Background: an optimization exercise with open tools, aiming at small area. Do not read the settings as production practice.
In this exercise RTL edits were held to simulation tests only and were not proved equivalent to the original.
Power is estimated from default activity; no workload was simulated. The flow treats the clock pin as an ideal source, which a real chip does not have.

== wip/onyx ==
## udp_rx_top
module udp_rx_top (
    input  logic                      rx_axis_aclk,
    input  logic                      rx_axis_aresetn,
    input  logic [64-1:0] ip_rx_axis_tdata,
    input  logic [8-1:0] ip_rx_axis_tkeep,
    input  logic                      ip_rx_axis_tvalid,
    input  logic                      ip_rx_axis_tlast,
    input  logic                      ip_rx_axis_tuser,
    input  logic [31:0]               recv_dst_ip_addr,
    input  logic [31:0]               recv_src_ip_addr,
    output logic [64-1:0] udp_rx_axis_tdata,
    output logic [8-1:0] udp_rx_axis_tkeep,
    output logic                      udp_rx_axis_tvalid,
    output logic                      udp_rx_axis_tlast
);
    logic        hdr_take;
    logic        pay_take;
    logic        first_pay;
    logic        pkt_last;
    logic        wr_en;
    logic        wr_last;
    logic        wr_part;
    logic [2:0]  tail;
    logic        len_done;
  ...
make LEC_CHECK=0 ABC_AREA=1 CAP_MARGIN=20 CORE_MARGIN=2 CORE_UTILIZATION=60 CTS_BUF_LIST=sky130_fd_sc_hd__clkbuf_4 SLEW_MARGIN=20 SYNTH_MEMORY_MAX_BITS=8192 finish   # period 12.0 ns
run.sh (not shown) runs the stock make flow with config.mk's settings and CLKGATE_MAP_FILE= SYNTH_SCRIPT=/design/flow/synth_recipe.tcl, a recipe that flattens the netlist after the stock synthesis.
--- input diff wip/onyx..wip/juniper ---
- changing CORE_UTILIZATION from 60 to 40
- removing ABC_AREA (formerly 1)
- removing CTS_BUF_LIST (formerly sky130_fd_sc_hd__clkbuf_4)
## What came out
- Both conditions hold for wip/juniper: the flow ran to the end and the final layout passed the timing, design-rule and antenna checks.
- wip/juniper and wip/onyx ended up with nearly the same adder-cell share of the synthesized area.
- From wip/onyx to wip/juniper the numbers moved as follows: simple-gate portion of the synthesized area shows a reduction of 6.2 points; power consumption saw a decrease; inverter count of the layout excluding clock inverters moved down.
- [compare] base=wip/onyx new=wip/juniper: worst setup slack after layout lower, wire length of the first global-routing pass higher, die area higher.
#### Input delta (wip/amber over wip/juniper)
- CTS_CLUSTER_DIAMETER newly set to 150
- CTS_BUF_LIST newly set to sky130_fd_sc_hd__clkbuf_8 sky130_fd_sc_hd__clkbuf_16
- CORE_UTILIZATION changed from 40 to 55
- CTS_CLUSTER_SIZE newly set to 25
==> summary.txt <==
Against wip/juniper, wip/amber reports a global-route wire length before repair that is lower.
Relative to wip/juniper, the final cell area reported for wip/amber is lower.
The share of total power in combinational logic number comes out higher for wip/amber vs wip/juniper.
Summary: with wip/juniper as the reference, overall power in wip/amber moved down by more than 10%.
Between wip/juniper and wip/amber, the cell count went down.

* * *

## oak
udp_rx_top, a different RTL version from the one above (not shown whole).
For scale: ~2100 flip-flops.
export LEC_CHECK = 0
export CAP_MARGIN = 0
export CORE_MARGIN = 2
export CORE_UTILIZATION = 50
export CTS_BUF_LIST = sky130_fd_sc_hd__clkbuf_8 sky130_fd_sc_hd__clkbuf_16
export CTS_CLUSTER_DIAMETER = 150
export CTS_CLUSTER_SIZE = 25
export SLEW_MARGIN = 0
export SYNTH_MEMORY_MAX_BITS = 8192
create_clock -name core_clock -period 12.0 [get_ports {rx_axis_aclk}]
standard.sh (not shown) runs the stock make flow with config.mk's settings and CLKGATE_MAP_FILE= SYNTH_SCRIPT=/design/flow/synth_recipe.tcl, a recipe that flattens the netlist after the stock synthesis.
==> flow/flow/run.sh <==
#!/bin/bash
set -euo pipefail
export BUFFER_PORTS_ARGS="-buffer_cell sky130_fd_sc_hd__buf_1"
export CTS_ARGS="-sink_clustering_enable -repair_clock_nets -dont_use_dummy_load -sink_clustering_size 28 -sink_clustering_max_diameter 120 -buf_list {sky130_fd_sc_hd__clkbuf_8 sky130_fd_sc_hd__clkbuf_16}"
bash standard.sh > make_finish.log 2>&1
Setup changes, oak to pine
==> flow/flow/run.sh <==
#!/bin/bash
set -euo pipefail
here=$(pwd)
cat > "$here/area_synth.tcl" <<TCL
proc abc {args} {
  set i [lsearch -exact \$args -script]
  if { \$i >= 0 } {
    set args [lreplace \$args [expr {\$i + 1}] [expr {\$i + 1}] $here/flow/abc_area_nf.script]
  }
  yosys abc {*}\$args
}
source $here/synth_recipe.tcl
TCL
sed "s|SYNTH_SCRIPT=[^ ]*|SYNTH_SCRIPT=$here/area_synth.tcl|" standard.sh > area_standard.sh
grep -q "SYNTH_SCRIPT=$here/area_synth.tcl" area_standard.sh
export BUFFER_PORTS_ARGS="-buffer_cell sky130_fd_sc_hd__buf_1"
export CTS_ARGS="-sink_clustering_enable -repair_clock_nets -dont_use_dummy_load -sink_clustering_size 30 -sink_clustering_max_diameter 100 -buf_list {sky130_fd_sc_hd__clkbuf_8 sky130_fd_sc_hd__clkbuf_16}"
bash area_standard.sh > standard_finish.log 2>&1
==> flow/flow/abc_area_nf.script (new file) <==
strash
dch
map -a
strash
&get -n
&st
&dch
&nf -R 1000 -p
&st
&dch
&nf -R 1000 -p
&put
topo
stime -c
Summary of pine over oak: count of placed standard cells in the final layout, fillers left out went down; first-pass GRT wire length did not really move; relative area change from synthesis to final layout went up; clock network fraction of total power went down; number of antenna violations at the first check in global routing went up. Sequential power share was higher in oak than in pine. pine completed every stage of the flow, and the final layout passed the timing, design-rule and antenna checks.
Setup changes, pine to birch
==> flow/flow/run.sh <==
#!/bin/bash
set -euo pipefail
export BUFFER_PORTS_ARGS="-buffer_cell sky130_fd_sc_hd__buf_1"
export CTS_ARGS="-sink_clustering_enable -repair_clock_nets -dont_use_dummy_load -sink_clustering_size 30 -sink_clustering_max_diameter 100 -buf_list {sky130_fd_sc_hd__clkbuf_8 sky130_fd_sc_hd__clkbuf_16}"
bash standard.sh > make_finish.log 2>&1
diff --git a/flow/config.mk b/flow/config.mk
--- a/flow/config.mk
+++ b/flow/config.mk
@@ -9,3 +9,3 @@
 export CORE_MARGIN = 2
-export CORE_UTILIZATION = 50
+export CORE_UTILIZATION = 55
 export CTS_BUF_LIST = sky130_fd_sc_hd__clkbuf_8 sky130_fd_sc_hd__clkbuf_16
removed: flow/flow/abc_area_nf.script
==> summary.txt <==
birch reached the end of the flow, and the finished layout is clean on the timing, design-rule and antenna checks. birch: critical path depth is 1 higher than what pine reported. birch ended with less final cell count than pine. Against pine, internal portion of total power in birch fell slightly.
Inputs modified between birch and maple:
==> flow/flow/run.sh <==
#!/bin/bash
set -euo pipefail
export BUFFER_PORTS_ARGS="-buffer_cell sky130_fd_sc_hd__buf_1"
export CTS_ARGS="-sink_clustering_enable -repair_clock_nets -dont_use_dummy_load -sink_clustering_size 28 -sink_clustering_max_diameter 120 -buf_list {sky130_fd_sc_hd__clkbuf_8 sky130_fd_sc_hd__clkbuf_16}"
bash standard.sh > standard_finish.log 2>&1
diff --git a/flow/config.mk b/flow/config.mk
--- a/flow/config.mk
+++ b/flow/config.mk
@@ -9,3 +9,3 @@
 export CORE_MARGIN = 2
-export CORE_UTILIZATION = 55
+export CORE_UTILIZATION = 50
 export CTS_BUF_LIST = sky130_fd_sc_hd__clkbuf_8 sky130_fd_sc_hd__clkbuf_16
## What came out
Timing, DRC, antenna: 0 failures across maple and birch
Logic depth of the worst setup path including buffers went down by a little under 10% going from birch to maple.
Taking birch as the reference, in maple total power per unit cell area comparable; routed wire length shows no meaningful change; wire length on met3 has increased; part of the total power dissipated in sequential elements has remained practically unchanged.
#### Input delta (cedar over maple)
==> flow/flow/run.sh <==
#!/bin/bash
set -euo pipefail
here=$(pwd)
cat > "$here/area_synth.tcl" <<TCL
proc abc {args} {
  set i [lsearch -exact \$args -script]
  if { \$i >= 0 } {
    set args [lreplace \$args [expr {\$i + 1}] [expr {\$i + 1}] $here/flow/abc_area_nf.script]
  }
  yosys abc {*}\$args
}
source $here/synth_recipe.tcl
TCL
sed "s|SYNTH_SCRIPT=[^ ]*|SYNTH_SCRIPT=$here/area_synth.tcl|" standard.sh > area_standard.sh
grep -q "SYNTH_SCRIPT=$here/area_synth.tcl" area_standard.sh
export BUFFER_PORTS_ARGS="-buffer_cell sky130_fd_sc_hd__buf_1"
export CTS_ARGS="-sink_clustering_enable -repair_clock_nets -dont_use_dummy_load -sink_clustering_size 28 -sink_clustering_max_diameter 120 -buf_list {sky130_fd_sc_hd__clkbuf_8 sky130_fd_sc_hd__clkbuf_16}"
bash area_standard.sh > standard_finish.log 2>&1
==> flow/flow/abc_area_nf.script (new file) <==
strash
&get -n
&st
&dch
&nf -R 1000 -p
&st
&dch
&nf -R 1000 -p
&put
topo
stime -c
[summary]
- Area of the core (lower): cedar
- The final net count reported for cedar is smaller than that of maple by 112.
- The run showing the greater global-route usage over all layers is cedar.
- Relative to maple, cedar degrades first-iteration DRC count.

-- static timing again, ports no longer ideal --
In the flow no input, the clock included, has a driving cell. The finished layouts below were timed again as built, in two steps.
Step 1 (the two cells are an assumption about what drives the block):
set clk [get_ports {rx_axis_aclk}]
set_driving_cell -lib_cell sky130_fd_sc_hd__clkbuf_16 $clk
set_driving_cell -lib_cell sky130_fd_sc_hd__buf_2 [delete_from_list [all_inputs] $clk]
Step 2 also shifts input and output timing later by t, the mid clock arrival at the registers, as if the neighbouring blocks saw the same clock.
a / b / c = no drivers / after step 1 / after step 2; a / b = the first two.
run | t, ns | setup WS [ns] | hold slack, ns | latest minus earliest clock arrival (ns) | worst register clock-pin slew, ns
wip/onyx | 1.399 | 0.607 / 0.584 / 0.584 | 0.485 / 0.485 / 0.485 | 0.084 / 0.084 | 0.08 / 0.08
wip/juniper | 0.928 | 0.389 / 0.364 / 0.364 | 0.484 / 0.484 / 0.484 | 0.051 / 0.051 | 0.07 / 0.07
wip/amber | 0.829 | 0.447 / 0.403 / 0.403 | 0.479 / 0.479 / 0.479 | 0.025 / 0.025 | 0.11 / 0.11
oak | 0.805 | 1.167 / 1.143 / 1.143 | 0.536 / 0.536 / 0.536 | 0.092 / 0.093 | 0.11 / 0.11
pine | 0.786 | 0.634 / 0.546 / 0.546 | 0.510 / 0.510 / 0.510 | 0.080 / 0.081 | 0.12 / 0.12
birch | 0.795 | 0.860 / 0.839 / 0.839 | 0.556 / 0.556 / 0.556 | 0.096 / 0.096 | 0.12 / 0.12
maple | 0.805 | 1.167 / 1.143 / 1.143 | 0.536 / 0.536 / 0.536 | 0.092 / 0.093 | 0.11 / 0.11
cedar | 0.814 | 0.711 / 0.636 / 0.636 | 0.481 / 0.481 / 0.481 | 0.079 / 0.079 | 0.11 / 0.11
After both steps every run listed still meets setup and hold. The setup slack of pine, which loses most, moves by -0.088 ns with the drivers and by -0.088 ns with both steps.
